Context: an optimization exercise on an open-source flow, tuned for small area. The choices shown serve that exercise and are no tape-out recipe.
Only simulation tests tie the RTL to the original design; equivalence was not proved.
Power and IR drop assume default switching activity.

### constraint.sdc
create_clock -name core_clock -period 4.0 [get_ports {sys_clk}]
set_input_delay 0.8000 -clock core_clock [delete_from_list [all_inputs] [get_ports {sys_clk}]]
set_output_delay 0.8000 -clock core_clock [all_outputs]
set_load 0.01 [all_outputs]
### config.mk
export PLATFORM = sky130hd
export DESIGN_NAME = collect_top
export DESIGN_NICKNAME = collect_top
export VERILOG_FILES = /design/flow/design.v
export SDC_FILE = /design/flow/constraint.sdc
export NUM_CORES = 4
export LEC_CHECK = 0
export CAP_MARGIN = 20
export CORE_MARGIN = 2
export CORE_UTILIZATION = 40
export SLEW_MARGIN = 20
### design.v
`default_nettype none
package collect_pkg;
  typedef logic [7:0] sample_t;
  typedef enum logic [1:0] {
    SRC_NONE = 2'd0,   
    SRC_ADC  = 2'd1,
    SRC_UDP  = 2'd2,
    SRC_LINK = 2'd3
  } src_sel_e;
  typedef enum logic {
    PKT_IDLE = 1'b0,   
    PKT_SEND = 1'b1    
  } pkt_state_e;
  localparam int NUM_KEYS = 4;
  localparam int DEF_CNT_MAX = 999_999;
  localparam int DEF_FIFO_DEPTH = 64;
  localparam int DEF_PKT_LEN = 16;
  localparam int DEF_CREDITS = 8;
endpackage
`default_nettype wire
`default_nettype none
`timescale 1ns/100ps
module key_filter #(
  parameter int CNT_MAX = collect_pkg::DEF_CNT_MAX
) (
  input  logic sys_clk,
  input  logic sys_rst_n,
  input  logic key_in,     
  output logic key_flag
);
  localparam int CW = $clog2(CNT_MAX + 1);
  localparam logic [CW-1:0] CNT_END = CW'(CNT_MAX);
  logic [CW-1:0] cnt;   
  always_ff @(posedge sys_clk or negedge sys_rst_n) begin
    if (!sys_rst_n) begin
      cnt <= '0;
    end else if (key_in) begin
      cnt <= '0;   
    end else if (cnt != CNT_END) begin
      cnt <= cnt + 1'b1;
    end
  end
  always_ff @(posedge sys_clk or negedge sys_rst_n) begin
    if (!sys_rst_n) begin
      key_flag <= 1'b0;
    end else begin
      key_flag <= !key_in && (cnt == CNT_END - 1'b1);
    end
  end
endmodule
`default_nettype wire
`default_nettype none
`timescale 1ns/100ps
module source_select (
  input  logic                          sys_clk,
  input  logic                          sys_rst_n,
  input  logic [collect_pkg::NUM_KEYS-1:0] key_flag,
  input  collect_pkg::sample_t          adc_data,
  input  logic                          adc_valid,
  input  collect_pkg::sample_t          udp_rx_data,
  input  logic                          udp_rx_valid,
  input  collect_pkg::sample_t          link_data,
  input  logic                          link_valid,
  output collect_pkg::sample_t          sel_data,
  output logic                          sel_valid,
  output logic                          tx_en
);
  localparam int KEY_TX   = 0;
  localparam int KEY_ADC  = 1;
  localparam int KEY_UDP  = 2;
  localparam int KEY_LINK = 3;
  logic [collect_pkg::NUM_KEYS-1:0] mode;         
  collect_pkg::src_sel_e            src_sel;
  collect_pkg::sample_t             pick_data;
  logic                pick_valid;
  always_ff @(posedge sys_clk or negedge sys_rst_n) begin
    if (!sys_rst_n) begin
      mode <= '0;
    end else begin
      mode <= mode ^ key_flag;
    end
  end
  assign tx_en = mode[KEY_TX];
  always_comb begin
    if (mode[KEY_ADC])       src_sel = collect_pkg::SRC_ADC;
    else if (mode[KEY_UDP])  src_sel = collect_pkg::SRC_UDP;
    else if (mode[KEY_LINK]) src_sel = collect_pkg::SRC_LINK;
    else                     src_sel = collect_pkg::SRC_NONE;
  end
  always_comb begin
    pick_data  = adc_data;
    pick_valid = 1'b0;   
    case (src_sel)
      collect_pkg::SRC_ADC: begin
        pick_data  = adc_data;
        pick_valid = adc_valid;
      end
      collect_pkg::SRC_UDP: begin
        pick_data  = udp_rx_data;
        pick_valid = udp_rx_valid;
      end
      collect_pkg::SRC_LINK: begin
        pick_data  = link_data;
        pick_valid = link_valid;
      end
      default: ;
    endcase
  end
  always_ff @(posedge sys_clk or negedge sys_rst_n) begin
    if (!sys_rst_n) begin
      sel_valid <= 1'b0;
    end else begin
      sel_valid <= pick_valid;
    end
  end
  always_ff @(posedge sys_clk) begin
    sel_data <= pick_data;   
  end
endmodule
`default_nettype wire
`default_nettype none
`timescale 1ns/100ps
module sample_fifo #(
  parameter int FIFO_DEPTH = collect_pkg::DEF_FIFO_DEPTH
) (
  input  logic                          sys_clk,
  input  logic                          sys_rst_n,
  input  collect_pkg::sample_t          wr_data,
  input  logic                          wr_en,
  input  logic                          rd_en,
  output collect_pkg::sample_t          rd_data,
  output logic [$clog2(FIFO_DEPTH):0]   level,
  output logic                          overflow
);
  localparam int AW = $clog2(FIFO_DEPTH);
  localparam int LW = AW + 1;
  localparam logic [LW-1:0] FULL_LVL = LW'(FIFO_DEPTH);
  collect_pkg::sample_t       mem [FIFO_DEPTH];
  logic [AW-1:0] wr_ptr;
  logic [AW-1:0] rd_ptr;
  logic          full;
  logic          empty;
  logic          wr_do;
  logic          rd_do;
  assign full  = (level == FULL_LVL);
  assign empty = (level == '0);
  assign wr_do = wr_en && !full;    
  assign rd_do = rd_en && !empty;
  always_ff @(posedge sys_clk or negedge sys_rst_n) begin
    if (!sys_rst_n) begin
      wr_ptr   <= '0;
      rd_ptr   <= '0;
      level    <= '0;
      overflow <= 1'b0;
    end else begin
      if (wr_do) wr_ptr <= wr_ptr + 1'b1;   
      if (rd_do) rd_ptr <= rd_ptr + 1'b1;
      level <= level + LW'(wr_do) - LW'(rd_do);
      if (wr_en && full) begin
        overflow <= 1'b1;   
      end
    end
  end
  always_ff @(posedge sys_clk) begin
    if (wr_do) begin
      mem[wr_ptr] <= wr_data;
    end
  end
  assign rd_data = mem[rd_ptr];   
endmodule
`default_nettype wire
`default_nettype none
`timescale 1ns/100ps
module pkt_sender #(
  parameter int FIFO_DEPTH = collect_pkg::DEF_FIFO_DEPTH,
  parameter int PKT_LEN    = collect_pkg::DEF_PKT_LEN,
  parameter int CREDITS    = collect_pkg::DEF_CREDITS
) (
  input  logic                          sys_clk,
  input  logic                          sys_rst_n,
  input  logic                          tx_en,
  input  logic [$clog2(FIFO_DEPTH):0]   level,
  input  collect_pkg::sample_t          rd_data,
  output logic                          rd_en,
  input  logic                          tx_credit,   
  output collect_pkg::sample_t          tx_data,
  output logic                          tx_valid,
  output logic                          tx_sop,
  output logic                          tx_eop
);
  localparam int LW = $clog2(FIFO_DEPTH) + 1;
  localparam int BW = (PKT_LEN > 1) ? $clog2(PKT_LEN) : 1;
  localparam int CW = $clog2(CREDITS + 1);
  localparam logic [LW-1:0] PKT_LVL  = LW'(PKT_LEN);
  localparam logic [BW-1:0] LAST_POS = BW'(PKT_LEN - 1);
  localparam logic [CW-1:0] CRED_MAX = CW'(CREDITS);
  collect_pkg::pkt_state_e    state;
  logic [BW-1:0] byte_cnt;   
  logic [CW-1:0] credit;
  logic          send;
  logic          last;
  assign send  = (state == collect_pkg::PKT_SEND) && (credit != '0);
  assign last  = (byte_cnt == LAST_POS);
  assign rd_en = send;
  always_ff @(posedge sys_clk or negedge sys_rst_n) begin
    if (!sys_rst_n) begin
      state    <= collect_pkg::PKT_IDLE;
      byte_cnt <= '0;
    end else begin
      case (state)
        collect_pkg::PKT_IDLE: begin
          if (tx_en && level >= PKT_LVL) state <= collect_pkg::PKT_SEND;
        end
        collect_pkg::PKT_SEND: begin
          if (send) begin
            byte_cnt <= last ? '0 : byte_cnt + 1'b1;
            if (last) state <= collect_pkg::PKT_IDLE;   
          end
        end
        default: state <= collect_pkg::PKT_IDLE;
      endcase
    end
  end
  always_ff @(posedge sys_clk or negedge sys_rst_n) begin
    if (!sys_rst_n) begin
      credit <= CRED_MAX;
    end else begin
      credit <= credit + CW'(tx_credit) - CW'(send);
    end
  end
  always_ff @(posedge sys_clk or negedge sys_rst_n) begin
    if (!sys_rst_n) begin
      tx_valid <= 1'b0;
      tx_sop   <= 1'b0;
      tx_eop   <= 1'b0;
    end else begin
      tx_valid <= send;
      tx_sop   <= send && (byte_cnt == '0);
      tx_eop   <= send && last;
    end
  end
  always_ff @(posedge sys_clk) begin
    if (send) tx_data <= rd_data;
  end
endmodule
`default_nettype wire
`default_nettype none
`timescale 1ns/100ps
module collect_top #(
  parameter int CNT_MAX    = collect_pkg::DEF_CNT_MAX,
  parameter int FIFO_DEPTH = collect_pkg::DEF_FIFO_DEPTH,
  parameter int PKT_LEN    = collect_pkg::DEF_PKT_LEN,
  parameter int CREDITS    = collect_pkg::DEF_CREDITS
) (
  input  logic                             sys_clk,
  input  logic                             sys_rst_n,
  input  logic [collect_pkg::NUM_KEYS-1:0] keys,          
  input  collect_pkg::sample_t             adc_data,
  input  logic                             adc_valid,
  input  collect_pkg::sample_t             udp_rx_data,
  input  logic                             udp_rx_valid,
  input  collect_pkg::sample_t             link_data,
  input  logic                             link_valid,
  input  logic                             tx_credit,
  output collect_pkg::sample_t             tx_data,
  output logic                             tx_valid,
  output logic                             tx_sop,
  output logic                             tx_eop,
  output logic                             overflow
);
  localparam int LW = $clog2(FIFO_DEPTH) + 1;
  logic [collect_pkg::NUM_KEYS-1:0] key_flag;
  collect_pkg::sample_t             sel_data;
  logic                sel_valid;
  logic                tx_en;
  collect_pkg::sample_t             rd_data;
  logic [LW-1:0]       level;
  logic                rd_en;
  for (genvar i = 0; i < collect_pkg::NUM_KEYS; i++) begin : g_key
    key_filter #(.CNT_MAX(CNT_MAX)) key_filter_inst (
      .sys_clk  (sys_clk),
      .sys_rst_n(sys_rst_n),
      .key_in   (keys[i]),
      .key_flag (key_flag[i])
    );
  end
  source_select source_select_inst (
    .sys_clk     (sys_clk),
    .sys_rst_n   (sys_rst_n),
    .key_flag    (key_flag),
    .adc_data    (adc_data),
    .adc_valid   (adc_valid),
    .udp_rx_data (udp_rx_data),
    .udp_rx_valid(udp_rx_valid),
    .link_data   (link_data),
    .link_valid  (link_valid),
    .sel_data    (sel_data),
    .sel_valid   (sel_valid),
    .tx_en       (tx_en)
  );
  sample_fifo #(.FIFO_DEPTH(FIFO_DEPTH)) sample_fifo_inst (
    .sys_clk  (sys_clk),
    .sys_rst_n(sys_rst_n),
    .wr_data  (sel_data),
    .wr_en    (sel_valid),
    .rd_en    (rd_en),
    .rd_data  (rd_data),
    .level    (level),
    .overflow (overflow)
  );
  pkt_sender #(
    .FIFO_DEPTH(FIFO_DEPTH),
    .PKT_LEN   (PKT_LEN),
    .CREDITS   (CREDITS)
  ) pkt_sender_inst (
    .sys_clk  (sys_clk),
    .sys_rst_n(sys_rst_n),
    .tx_en    (tx_en),
    .level    (level),
    .rd_data  (rd_data),
    .rd_en    (rd_en),
    .tx_credit(tx_credit),
    .tx_data  (tx_data),
    .tx_valid (tx_valid),
    .tx_sop   (tx_sop),
    .tx_eop   (tx_eop)
  );
endmodule
`default_nettype wire
### run.sh
#!/bin/bash
# synth_recipe.tcl (not shown) runs the flow's synth.tcl, then flattens the netlist and writes it again
# the make line also repeats each setting of config.mk as NAME=value (left out here)
make -C /OpenROAD-flow-scripts/flow DESIGN_CONFIG=/design/flow/config.mk WORK_HOME=/design/flow/orfs CLKGATE_MAP_FILE= SYNTH_SCRIPT=/design/flow/synth_recipe.tcl finish
==> summary.md <==
| Metric | Value |
|---|---|
| Max_cap viols | 0 |
| CTS Buf Count | 70 |
| Vias in the first global route | about 15,000 |
| Path depth of the worst reg2reg path | 7 |
| Post-Route Skew | 0.0305 ns |
| Layout area overhead | 14.6% |
| Worst R2R End | sample_fifo_inst.mem[32][4]$_DFFE_PP_ |
| RSZ-0062 raised after global routing | no |
| Slew @ Worst Pin | between 1 and 1.5 ns |
| PwrDens | about 460 nW/um^2 |
| Flop pwr share | roughly 53% |
| Post-synthesis register bit count | ~650 |
| Dpl hpwl | 37.2 mm |
| Top_reg_cell synth | edfxtp_1 |
| Initial Utilization | between 40% and 50% |
| Clock-pin slew on the worst setup and hold paths | 0.06 ns |
| Top post-synthesis cells by area | edfxtp_1 59%, dfrtp_1 11%, mux4_2 5.7% |
| Slew Viols, Final | 0 |
| IO Port Bufs | 45 |
| Post-cts sizing count | 0 |
| Post-Syn Nets | approximately 1,700 |
| Worst vdd ir | 307 uV |
| WS Path Type | register to register |
| Area of the multi-input gates | 7210 sq um |
| Clk pwr share | 45.2% |
| Synth Warn # | 4 |
| Setup crit end kind | register |
| Worst r2r src | sample_fifo_inst.level[2]$_DFF_PN0_ |
| Clock H-tree levels | 3 |
| Count of cell types in the netlist | 67 |
| Met1 Use GR | ~25% |
| Routed vias/inst | between 5 and 6 |
| Setup_tns | 0 ns |
| GR Overflow Total | 0 |
| Required time worst endpoint | around 4.2 ns |
| P_leak | 0.00999 uW |
| Status | timing/DRC/antenna clean |
| Worst Path Arrival | around 3.4 ns |
| Routability congestion estimate | around 0.83 |
| R2R Setup Slk | about 0.87 ns |
| Power share of the combinational group | between 1.5 and 2% |
| Mapped Area | between 20,000 and 30,000 sq um |
| Cell internal pwr | 11,200 uW |
| Avg Inst Size Synth | around 16 sq um |
| Routed length per instance | approximately 22 um |
| Met3 usage | 4.05% |
| Setup Fix Bufs, Post-CTS | 0 |
| Clk buf depth | 3 |
| Grt met2 use | between 20% and 30% |
| Async S/R FF share, synth | a little under a fifth |
| Post-synthesis sequential area ratio | a little over two thirds |
| Pin count of the biggest net entering global routing | 78 |
| Slack of the critical path | between 0.8 and 0.9 ns |
| Rel. slew slack | roughly 30% |
| Startpoint Class | register |
| CTS Sinks | 649 |
| DR DRC count | 0 |
| DP Worst Slack | roughly 0.85 ns |
| Setup violators final | 0 |
| Hold_buf cts | 0 |
| DRT Pass-1 Iters | 7 |
| Cell Rows | 94 |
| CTS tree | done |
| Storage cell area | approximately 19,000 sq um |
| Clk root buf | clkbuf_16 |
| Final period util | approximately four fifths |
| Clock insertion delay at the later pin of the skew report | between 0.6 and 0.7 ns |
| Routed wire length | ~60 mm |
| Total die area | 68,600 sq um |
| Worst hold path class | input pin to asynchronous set/reset pin |
| Mapped Cells | around 1,700 |
| Number of flops mapped to enable cells by yosys | 520 |
| Die X | 262 um |
| Nets | between 1,500 and 2,000 |
| Critical path fanouts, max | 10 |
| Total number of vias | 14,600 |
| Die Y | about 260 um |
| Min cycle time layout | ~3.1 ns |
| Overall Power | roughly 14,000 uW |
| Core Region | 65,700 sq um |
| Final ANT Viol Nets | 0 |
| Final hold vios | 0 |
| Critical Path Source | sample_fifo_inst.level[2]$_DFF_PN0_ |
| GRT Total Usage | 17.8% |
| DRT iter0 DRCs | roughly 1,100 |
| Filler cell count | 5,540 |
| I/O pin cnt | 46 |
| First-pass GRT wire length | a little over 90 mm |
| Fmax | around 320 MHz |
| Switching pwr | roughly 2800 uW |
| Top cell type's share of synthesized area | roughly three fifths |
| Antenna violations before repair | 1 |
| Yosys top cell by area | edfxtp_1 |
| Net Sw Frac | between 10% and 20% |
| Most crowded layer after global routing | met2 |
| Layout cells sized above 1 | between 10% and 20% |
## stage by stage
| stage | std cells | hold WS (ns) | utilization, % | cell area (sq um) |
|---|---|---|---|---|
| 3_3_place_gp | 2543 | 0.428 | 42.9 | 28200 |
| 2_1_floorplan | 1651 | 0.417 | - | 26600 |
| 4_1_cts | 2668 | 0.218 | 46.3 | 30500 |
| 5_1_grt | 2668 | 0.250 | 46.3 | 30500 |
| 3_5_place_dp | 2543 | 0.437 | 42.9 | 28200 |
| 6_report | 2669 | 0.228 | 46.4 | 30500 |
## cell families (layout without fill, tap and decap cells)
family                     after synthesis  in the layout  synth area share [%]
adders and majority gates               29             29                  1.42
buffers and inverters                  114            267                  2.20
AOI/OAI and AO/OA                      241            241                  6.09
muxes                                  193            193                  10.4
DFF                                    649            649                  70.7
and+or+nand+nor                        349            349                  6.67
xor gates and xnor gates                76             76                  2.50
other                                    0              1                     0
## per-layer routing
metal | vias up | part of all wire (%) | wire length [um]
li1 | 6654 | - | -
met1 | 7449 | 45 | 26700
met2 | 464 | 47 | 28100
met3 | 81 | 6.8 | 4080
met4 | 0 | 1.8 | 1090
met5 | - | 0 | 0
## layout by cell type, fill, tap and decap left out, types with 27 or more instances in the layout
master / netlist / final
a21oi_1: 39 / 39
a221oi_1: 37 / 37
buf_4: 6 / 62
clkbuf_16: 0 / 71
clkdlybuf4s50_1: 0 / 44
dfrtp_1: 120 / 117
edfxtp_1: 520 / 520
ha_1: 27 / 27
inv_1: 32 / 32
mux2i_1: 124 / 124
mux4_2: 67 / 67
nand2_1: 52 / 52
nand3_1: 41 / 41
nor2_1: 140 / 140
o21ai_0: 49 / 49
xnor2_1: 44 / 44
xor2_1: 32 / 32
## sequential cells by signal, indices dropped and copies added (netlist names), 6 cells and up
register,count
source_select_inst.sel_data,8
g_key.key_filter_inst.cnt,80
pkt_sender_inst.tx_data,8
sample_fifo_inst.level,7
sample_fifo_inst.rd_ptr,6
sample_fifo_inst.wr_ptr,6
sample_fifo_inst.mem,512
## cell usage after synthesis (all sizes together) (15+ instances only)
cell type	count
nor3	17
mux2i	124
edfxtp	520
o21ai	59
o221ai	16
a211oi	22
buf	41
a21oi	39
a221oi	37
xnor2	44
ha	27
nand3	41
o22ai	15
mux4	67
dfrtp	120
a22oi	16
nor2	140
clkbuf	41
xor2	32
nand4	17
nand2	53
inv	32
## power by group through the flow
stage	sequential [uW]	clock, uW	combinational, uW
2_1_floorplan	7540	0	117
3_3_place_gp	7570	0	227
3_5_place_dp	7570	0	238
6_report	7440	6330	231
4_1_cts	7440	6460	239
5_1_grt	7440	6720	268
## critical path: stages (launching register included)
cell and delay, ns:
dfrtp_1 0.35, inv_1 0.06, ha_1 0.20, nor3b_1 0.16
a31oi_2 0.44, nor2b_1 0.30, nand2_1 0.52, nor2_1 0.76
## worst max path at each step
stage	to	slack, ns	cells after the start
6_report	sample_fifo_inst.mem[32][4]$_DFFE_PP_	0.87	7
5_1_grt	sample_fifo_inst.mem[60][7]$_DFFE_PP_	0.60	7
4_1_cts	sample_fifo_inst.mem[12][7]$_DFFE_PP_	0.84	7
3_5_place_dp	sample_fifo_inst.mem[12][5]$_DFFE_PP_	0.85	7
3_3_place_gp	sample_fifo_inst.mem[24][4]$_DFFE_PP_	0.94	7
2_1_floorplan	sample_fifo_inst.level[6]$_DFF_PN0_	1.11	14
## final cells by class
cell class / instances / area share, %
antenna: 1 / 0.00821
clock buffer: 95 / 6.32
clock inverter: 30 / 1.05
inverter: 32 / 0.394
multi-input combinational: 888 / 23.7
sequential: 649 / 61.8
tap: 864 / 3.55
timing repair buffer: 110 / 3.24

==> what the ideal ports hide <==
How much do the figures lean on ideal ports? The routed layout below was timed once more, with nothing changed but the port constraints.
Step 1 (the two cells are an assumption about what drives the block):
set clk [get_ports {sys_clk}]
set_driving_cell -lib_cell sky130_fd_sc_hd__clkbuf_16 $clk
set_driving_cell -lib_cell sky130_fd_sc_hd__buf_2 [delete_from_list [all_inputs] $clk]
Step 2 moves the port delays by t, midway between the first and last clock arrival at a register: inputs arrive t later, outputs are due t later. That takes back most of the time a late clock gives input paths.
Slacks: no drivers / after step 1 / after step 2; pairs: no drivers / after step 1.
t, ns: 0.653
slack for setup (ns): 0.866 / 0.866 / 0.866
worst setup path at the end: register to register
worst register clock-pin slew, ns: 0.06 / 0.06
cell pins on the clock port's net: 1
After both steps setup and hold are still met in this run. The setup slack of this run moves by 0.000 ns with the drivers and by 0.000 ns with both steps.
